Source: an optimization exercise on an open RTL-to-GDS flow (aim: small area, a short achievable clock period and few clock cycles per item). Production flows keep margins and buffers that such runs may drop. Function was checked by simulation only, so behaviour that the tests miss may differ from the original. Power and IR drop assume default switching activity.

==> design/flow/design.v <==
package ush_pkg;
  localparam int CAPACITY  = 16;
  localparam int IDX_W     = $clog2(CAPACITY);
  localparam int CNT_W     = $clog2(CAPACITY + 1);
  localparam int MAX_RUN   = 16;
  localparam int RUN_W     = $clog2(MAX_RUN);
  localparam int HANDLE_W  = 32;
  localparam int REQ_W     = 3;
  localparam int EIDX_W    = 4;
  localparam int KIND_W    = 2;
  localparam logic [REQ_W-1:0] REQ_APPEND   = 3'd0;
  localparam logic [REQ_W-1:0] REQ_DELETE   = 3'd1;
  localparam logic [REQ_W-1:0] REQ_REMOVE   = 3'd2;
  localparam logic [REQ_W-1:0] REQ_CONTAINS = 3'd3;
  localparam logic [REQ_W-1:0] REQ_TAKE     = 3'd4;
  localparam logic [REQ_W-1:0] REQ_CLEAR    = 3'd5;
  localparam logic [KIND_W-1:0] EV_NONE   = 2'd0;
  localparam logic [KIND_W-1:0] EV_INSERT = 2'd1;
  localparam logic [KIND_W-1:0] EV_REMOVE = 2'd2;
  typedef enum logic [2:0] {
    ST_IDLE,
    ST_SCAN,
    ST_MOD,
    ST_RD_ITEM,
    ST_RD_LAST,
    ST_WRITE,
    ST_RESULT
  } seq_state_t;
endpackage
module unordered_handle_set (
  input  logic                         clk,
  input  logic                rst,
  input  logic                req_valid,
  output logic                req_ready,
  input  logic [ush_pkg::REQ_W-1:0]    req_type,
  input  logic [ush_pkg::HANDLE_W-1:0] req_item_value,
  input  logic [ush_pkg::EIDX_W-1:0]   req_entry_index,
  output logic                res_valid,
  input  logic                res_ready,
  output logic                res_status,
  output logic                res_found,
  output logic [ush_pkg::HANDLE_W-1:0] res_item_out,
  output logic [ush_pkg::KIND_W-1:0]   res_event_kind,
  output logic [ush_pkg::EIDX_W-1:0]   res_event_index,
  output logic                res_last_of_run
);
  logic [ush_pkg::HANDLE_W-1:0] mem [ush_pkg::CAPACITY];
  logic [ush_pkg::HANDLE_W-1:0] rdata;
  logic [ush_pkg::IDX_W-1:0]    ra;
  logic                we;
  logic [ush_pkg::IDX_W-1:0]    wa;
  logic [ush_pkg::HANDLE_W-1:0] wd;
  ush_pkg::seq_state_t          state, state_next;
  logic [ush_pkg::REQ_W-1:0]    op, op_next;
  logic [ush_pkg::HANDLE_W-1:0] val, val_next;
  logic [ush_pkg::IDX_W-1:0]    pos, pos_next;
  logic [ush_pkg::CNT_W-1:0]    cnt, cnt_next;
  logic [ush_pkg::CNT_W-1:0]    cursor, cursor_next;
  logic [ush_pkg::CNT_W-1:0]    scan, scan_next;
  logic                pend, pend_next;
  logic [ush_pkg::IDX_W-1:0]    cmp_idx, cmp_idx_next;
  logic [ush_pkg::RUN_W-1:0]    run, run_next;
  logic                r_status, r_status_next;
  logic                r_found, r_found_next;
  logic [ush_pkg::HANDLE_W-1:0] r_item, r_item_next;
  logic [ush_pkg::KIND_W-1:0]   r_kind, r_kind_next;
  logic [ush_pkg::EIDX_W-1:0]   r_idx, r_idx_next;
  logic                r_last, r_last_next;
  logic                o_valid, o_valid_next;
  logic                o_status, o_found, o_last;
  logic [ush_pkg::HANDLE_W-1:0] o_item;
  logic [ush_pkg::KIND_W-1:0]   o_kind;
  logic [ush_pkg::EIDX_W-1:0]   o_idx;
  logic                o_load;
  logic                out_free;
  logic                accept;
  assign out_free  = !o_valid || res_ready;
  assign req_ready = (state == ush_pkg::ST_IDLE);
  assign accept    = req_valid && req_ready;
  always_ff @(posedge clk) begin
    if (we) begin
      mem[wa] <= wd;
    end
    rdata <= mem[ra];
  end
  always_comb begin
    state_next    = state;
    op_next       = op;
    val_next      = val;
    pos_next      = pos;
    cnt_next      = cnt;
    cursor_next   = cursor;
    scan_next     = scan;
    pend_next     = pend;
    cmp_idx_next  = cmp_idx;
    run_next      = run;
    r_status_next = r_status;
    r_found_next  = r_found;
    r_item_next   = r_item;
    r_kind_next   = r_kind;
    r_idx_next    = r_idx;
    r_last_next   = r_last;
    ra            = pos;
    we            = 1'b0;
    wa            = cnt[ush_pkg::IDX_W-1:0];
    wd            = req_item_value;
    o_load        = 1'b0;
    case (state)
      ush_pkg::ST_IDLE: begin
        if (accept) begin
          op_next       = req_type;
          val_next      = req_item_value;
          r_status_next = 1'b1;
          r_found_next  = 1'b0;
          r_item_next   = '0;
          r_kind_next   = ush_pkg::EV_NONE;
          r_idx_next    = '0;
          r_last_next   = 1'b1;
          state_next    = ush_pkg::ST_RESULT;
          case (req_type)
            ush_pkg::REQ_APPEND: begin
              if (int'(cnt) < ush_pkg::CAPACITY) begin
                we            = 1'b1;
                cnt_next      = cnt + 1'b1;
                r_status_next = 1'b0;
                r_item_next   = req_item_value;
                r_kind_next   = ush_pkg::EV_INSERT;
                r_idx_next    = ush_pkg::EIDX_W'(cnt);
              end
            end
            ush_pkg::REQ_DELETE: begin
              if (int'(req_entry_index) < int'(cnt)) begin
                pos_next   = ush_pkg::IDX_W'(req_entry_index);
                state_next = ush_pkg::ST_RD_ITEM;
              end
            end
            ush_pkg::REQ_REMOVE, ush_pkg::REQ_CONTAINS: begin
              scan_next  = '0;
              pend_next  = 1'b0;
              state_next = ush_pkg::ST_SCAN;
            end
            ush_pkg::REQ_TAKE: begin
              if (cnt != '0) begin
                state_next = ush_pkg::ST_MOD;
              end
            end
            ush_pkg::REQ_CLEAR: begin
              cursor_next   = '0;
              run_next      = '0;
              pos_next      = '0;
              r_status_next = 1'b0;
              if (cnt != '0) begin
                state_next = ush_pkg::ST_RD_ITEM;
              end
            end
            default: begin
            end
          endcase
        end
      end
      ush_pkg::ST_SCAN: begin
        ra = scan[ush_pkg::IDX_W-1:0];
        if (pend && rdata == val) begin
          pend_next = 1'b0;
          if (op == ush_pkg::REQ_REMOVE) begin
            pos_next   = cmp_idx;
            state_next = ush_pkg::ST_RD_ITEM;
          end else begin
            r_status_next = 1'b0;
            r_found_next  = 1'b1;
            state_next    = ush_pkg::ST_RESULT;
          end
        end else if (scan < cnt) begin
          pend_next    = 1'b1;
          cmp_idx_next = scan[ush_pkg::IDX_W-1:0];
          scan_next    = scan + 1'b1;
        end else begin
          pend_next     = 1'b0;
          r_status_next = (op == ush_pkg::REQ_REMOVE);
          state_next    = ush_pkg::ST_RESULT;
        end
      end
      ush_pkg::ST_MOD: begin
        if (cursor >= cnt) begin
          cursor_next = cursor - cnt;
        end else begin
          pos_next   = cursor[ush_pkg::IDX_W-1:0];
          state_next = ush_pkg::ST_RD_ITEM;
        end
      end
      ush_pkg::ST_RD_ITEM: begin
        ra         = pos;
        state_next = ush_pkg::ST_RD_LAST;
      end
      ush_pkg::ST_RD_LAST: begin
        r_item_next = rdata;
        ra          = ush_pkg::IDX_W'(cnt - 1'b1);
        state_next  = ush_pkg::ST_WRITE;
      end
      ush_pkg::ST_WRITE: begin
        we            = 1'b1;
        wa            = pos;
        wd            = rdata;
        cnt_next      = cnt - 1'b1;
        r_status_next = 1'b0;
        r_kind_next   = ush_pkg::EV_REMOVE;
        r_idx_next    = ush_pkg::EIDX_W'(pos);
        r_last_next   = 1'b1;
        if (op == ush_pkg::REQ_TAKE) begin
          cursor_next = ush_pkg::CNT_W'(pos) + 1'b1;
        end
        if (op == ush_pkg::REQ_CLEAR) begin
          r_last_next = (cnt == ush_pkg::CNT_W'(1)) || (int'(run) == ush_pkg::MAX_RUN - 1);
        end
        state_next = ush_pkg::ST_RESULT;
      end
      ush_pkg::ST_RESULT: begin
        if (out_free) begin
          o_load = 1'b1;
          if (op == ush_pkg::REQ_CLEAR && !r_last) begin
            run_next   = run + 1'b1;
            pos_next   = '0;
            state_next = ush_pkg::ST_RD_ITEM;
          end else begin
            state_next = ush_pkg::ST_IDLE;
          end
        end
      end
      default: begin
        state_next = ush_pkg::ST_IDLE;
      end
    endcase
  end
  always_comb begin
    o_valid_next = o_valid;
    if (o_load) begin
      o_valid_next = 1'b1;
    end else if (res_ready) begin
      o_valid_next = 1'b0;
    end
  end
  always_ff @(posedge clk) begin
    if (rst) begin
      state   <= ush_pkg::ST_IDLE;
      cnt     <= '0;
      cursor  <= '0;
      pend    <= 1'b0;
      o_valid <= 1'b0;
    end else begin
      state   <= state_next;
      cnt     <= cnt_next;
      cursor  <= cursor_next;
      pend    <= pend_next;
      o_valid <= o_valid_next;
    end
  end
  always_ff @(posedge clk) begin
    op       <= op_next;
    val      <= val_next;
    pos      <= pos_next;
    scan     <= scan_next;
    cmp_idx  <= cmp_idx_next;
    run      <= run_next;
    r_status <= r_status_next;
    r_found  <= r_found_next;
    r_item   <= r_item_next;
    r_kind   <= r_kind_next;
    r_idx    <= r_idx_next;
    r_last   <= r_last_next;
    if (o_load) begin
      o_status <= r_status;
      o_found  <= r_found;
      o_item   <= r_item;
      o_kind   <= r_kind;
      o_idx    <= r_idx;
      o_last   <= r_last;
    end
  end
  assign res_valid       = o_valid;
  assign res_status      = o_status;
  assign res_found       = o_found;
  assign res_item_out    = o_item;
  assign res_event_kind  = o_kind;
  assign res_event_index = o_idx;
  assign res_last_of_run = o_last;
endmodule
==> design/flow/run.sh <==
#!/bin/bash
# synth_recipe.tcl (not shown) runs the flow's synth.tcl, then flattens the netlist and writes it again
# the make line also repeats each setting of config.mk as NAME=value (left out here)
make -C /OpenROAD-flow-scripts/flow DESIGN_CONFIG=/design/flow/config.mk WORK_HOME=/design/flow/orfs CLKGATE_MAP_FILE= SYNTH_SCRIPT=/design/flow/synth_recipe.tcl finish
==> design/flow/config.mk <==
export PLATFORM = sky130hd
export DESIGN_NAME = unordered_handle_set
export DESIGN_NICKNAME = unordered_handle_set
export VERILOG_FILES = /design/flow/design.v
export SDC_FILE = /design/flow/constraint.sdc
export NUM_CORES = 4
export LEC_CHECK = 0
export CAP_MARGIN = 20
export CORE_MARGIN = 2
export CORE_UTILIZATION = 40
export SLEW_MARGIN = 20
==> design/flow/constraint.sdc <==
create_clock -name core_clock -period 6.0 [get_ports {clk}]
set_input_delay 1.2000 -clock core_clock [delete_from_list [all_inputs] [get_ports {clk}]]
set_output_delay 1.2000 -clock core_clock [all_outputs]
set_load 0.01 [all_outputs]
==> summary.txt <==
Synthesis
  • Ys async rst share: 0
  • Top cells by area, synth: edfxtp_1 (71%), mux2i_1 (5.8%), nand2_1 (5.3%)
  • Synth top cells by count: edfxtp_1 (646), nand2_1 (391), mux2i_1 (160)
  • Yosys reg bits: 693
  • Synth Area per Inst: 14.8 µm²
  • Commonest register cell after synthesis: edfxtp_1
  • Netlist cell types: 56
  • Share of the synthesized area in the top cell type: 0.705
  • YS warnings: 1
  • Post-Syn Instances: 1863
  • Seq/Total Area, Yosys: 0.740
  • Top-count cell post-synth: edfxtp_1
  • Biggest area consumer among synthesized cells: edfxtp_1
  • Synthesized Nets: 1926
  • Syn Std Cell Area: 27500 µm²
  • EDFF count, synth: 646

Routing
  • Via count: 16129
  • Routed length per instance: 24.7 µm
  • Drt total wl: 71500 µm
  • Vias per cell: 5.56
  • Routed Antenna Nets: 0
  • Pre-antenna DRT Iters: 7
  • Drc violations: 0
  • DR iter-0 viols: 1783

Clocking
  • Setup bufs post-CTS: 0
  • CTS tree: done
  • Max Root-Sink Buffers: 3
  • Clk Latency, worst-skew pair: 0.62 ns
  • Post-cts resize count: 0
  • Root buffer cell: clkbuf_16
  • Reg clk slew, reported paths: 0.06 ns
  • Clock net sink count: 693
  • Hold_buf cts: 0
  • CTS HTree Levels: 3
  • CTS Buf Count: 73

Die
  • I/O pin count: 86
  • Core Rows: 96
  • Die Footprint: 70900 µm²
  • Initial core utilization: 0.402
  • Width of the die: 266 µm
  • Die Height: 266 µm
  • Core ar.: 68300 µm²

Placed design
  • GP Congestion: 0.881
  • Hpwl dp: 46100 µm
  • Port Buffers: 85

Power
  • Static leakage: 10.8 nW
  • Pwr dens: 520 nW/µm²
  • Worst vdd ir: 481 µV

Timing
  • Max-slew violations: 0
  • Unrepaired setup endpoints after global routing: false
  • Final setup violation count: 0
  • Min Tclk post-route: 4.40 ns
  • Clock skew: 0.0235 ns
  • Worst-Margin Slew: 1.12 ns
  • Hold Fails Final Rpt: 0
  • Setup TNS: 0 ns
  • Worst slew margin: 0.247
  • Fmax achieved: 227 MHz
  • Period utilization: 0.733

Hold path
  • Hold depth: 0
  • Hold Path Origin: r_item[19]
  • WHS Endpoint: o_item[19]
  • Worst min-delay path class: reg2reg

Critical path
  • Launching point of the worst reg2reg path: state[0]
  • Startpoint types: register
  • Critical path class: reg2reg
  • Reg2Reg Depth: 7
  • Worst R2R End: mem[1][5]
  • CP required: 6.32 ns
  • Endpoint class of the critical path: register
  • WP data arrival: 4.72 ns
  • Setup slack, reg-to-reg: 1.60 ns
  • Worst Setup SP: state[0]
  • Crit Path Max Fanout: 27

Finish
  • P&R area growth vs syn: 16.1%
  • Final #Nets: 2020
  • Fraction of layout cells with a size suffix above 1: 0.0907
  • Fin util: 0.467

Global routing
  • Gr usage total: 0.202
  • First-pass GRT wire length: 104000 µm
  • Vias in the first global route: 15611
  • Initial antenna violation count: 1
  • Remaining global-route overflow: 0
  • Largest net degree at the start of global routing: 110

Run
  • Max cap viols: 0

Status
  • Status: finished clean
placed cells by master (no fill, tap or decap), types with 6 or more instances in the layout:
| cell type | n |
|---|---|
| a32oi_1 | 65 |
| nand4_1 | 9 |
| nor3b_1 | 6 |
| nor2_4 | 22 |
| xor2_1 | 16 |
| xnor2_1 | 33 |
| and3_1 | 35 |
| mux2i_1 | 160 |
| inv_1 | 9 |
| edfxtp_1 | 646 |
| clkdlybuf4s50_1 | 85 |
| dfxtp_1 | 47 |
| a211oi_1 | 8 |
| nand3_1 | 10 |
| clkbuf_1 | 22 |
| clkbuf_8 | 6 |
| o21ai_0 | 40 |
| bufinv_16 | 8 |
| nor3_1 | 11 |
| ha_1 | 19 |
| nand2_1 | 389 |
| a31oi_1 | 7 |
| buf_4 | 35 |
| nor2_1 | 55 |
| nand2b_1 | 7 |
| clkinv_1 | 12 |
| a32o_1 | 32 |
| o21ai_1 | 7 |
| clkbuf_16 | 74 |
| a21oi_1 | 31 |
| a221oi_1 | 32 |
power by group:
group / total [W] / switching (W) / internal [W]
sequential: 0.00640 / 0.000388 / 0.00601
clock: 0.00457 / 0.00186 / 0.00271
combinational: 0.00564 / 0.00368 / 0.00195
logic make-up (layout without fill, tap and decap cells):
group           Yosys count  count (layout)  share of synthesized area
buf+inv                 116             270                     0.0183
other cells               0               1                          0
flops                   693             693                      0.740
compound gates          253             253                     0.0704
fa+ha+maj                20              20                    0.00937
xor+xnor                 49              49                     0.0156
simple gates            572             572                     0.0885
mux                     160             160                     0.0582
per-layer routing:
layer	GRT usage	routed length, µm
met5	0	0
met2	0.322	34100
met4	0.0779	2530
met1	0.276	30100
met3	0.0361	4770
how the worst max path moves through the flow:
stage,endpoint,slack (ns),cells past startpoint
finish,mem[1][5],1.60,7
global route,mem[1][5],1.41,7
CTS,mem[1][7],1.74,7
detailed placement,mem[1][2],1.50,10
global placement,mem[1][3],1.45,10
floorplan,mem[1][0],1.82,9
per-stage QoR:
stage	setup WS, ns	power, W	hold WS [ns]	cell area, µm²	instances
after floorplan	1.82	0.0100	0.400	27500	1863
after global placement	1.45	0.0120	0.405	29500	2764
after detailed placement	1.50	0.0121	0.405	29500	2764
after CTS	1.74	0.0167	0.418	31900	2899
after global routing	1.41	0.0173	0.424	31900	2899
final	1.60	0.0166	0.417	31900	2900
area by class of cell:
cell class,count,area [µm²]
Fill cell,5800,36400
Sequential cell,693,20300
Multi-Input combinational cell,1054,6860
Clock buffer,102,2020
Timing Repair Buffer,121,1130
Tap cell,882,1100
Clock inverter,33,417
Inverter,14,52.6
Antenna cell,1,2.50
state kept, by name, indices dropped and copies added (netlist names), 2 cells and up:
signal   cells
cmp_idx      4
scan         5
state        3
pos          4
o_kind       2
rdata       32
val         32
r_idx        4
run          4
cursor       5
o_item      32
op           3
o_idx        4
r_kind       2
cnt          5
mem        512
r_item      32
worst max-delay path, cell delays in order (launching register included):
cell	delay (ns)
dfxtp_1	1.02
nor2b_1	0.39
nand2_2	0.51
inv_2	0.61
o21ai_0	0.24
nand2b_1	0.41
nor2_4	0.59
buf_4	0.30
Testbench counts, summed over its fixed seeds: cycles 16,841, requests 3,200.

-- separate check: timing with driven ports --
Ports are ideal in the flow. The routed layout listed here was re-timed in OpenROAD.
Step 1 (the two cells are an assumption about what drives the block):
set clk [get_ports {clk}]
set_driving_cell -lib_cell sky130_fd_sc_hd__clkbuf_16 $clk
set_driving_cell -lib_cell sky130_fd_sc_hd__buf_2 [delete_from_list [all_inputs] $clk]
Step 2 adds t to the input delays and takes it off the output delays; t is the mean of the earliest and latest rising clock arrival at the registers after step 1. Input paths then give back, and output paths get back, about the clock's delay inside the block.
Slacks: ideal ports / drivers / drivers and shift; pairs: ideal ports / drivers.
t (ns): 0.671
setup WS [ns]: 1.604 / 1.604 / 1.399
worst data-port slew with drivers (ns): 0.05
cell pins on the clock port's net: 1
After both steps this run still meets setup and hold. The setup slack of this run moves by 0.000 ns with the drivers and by -0.205 ns with both steps.
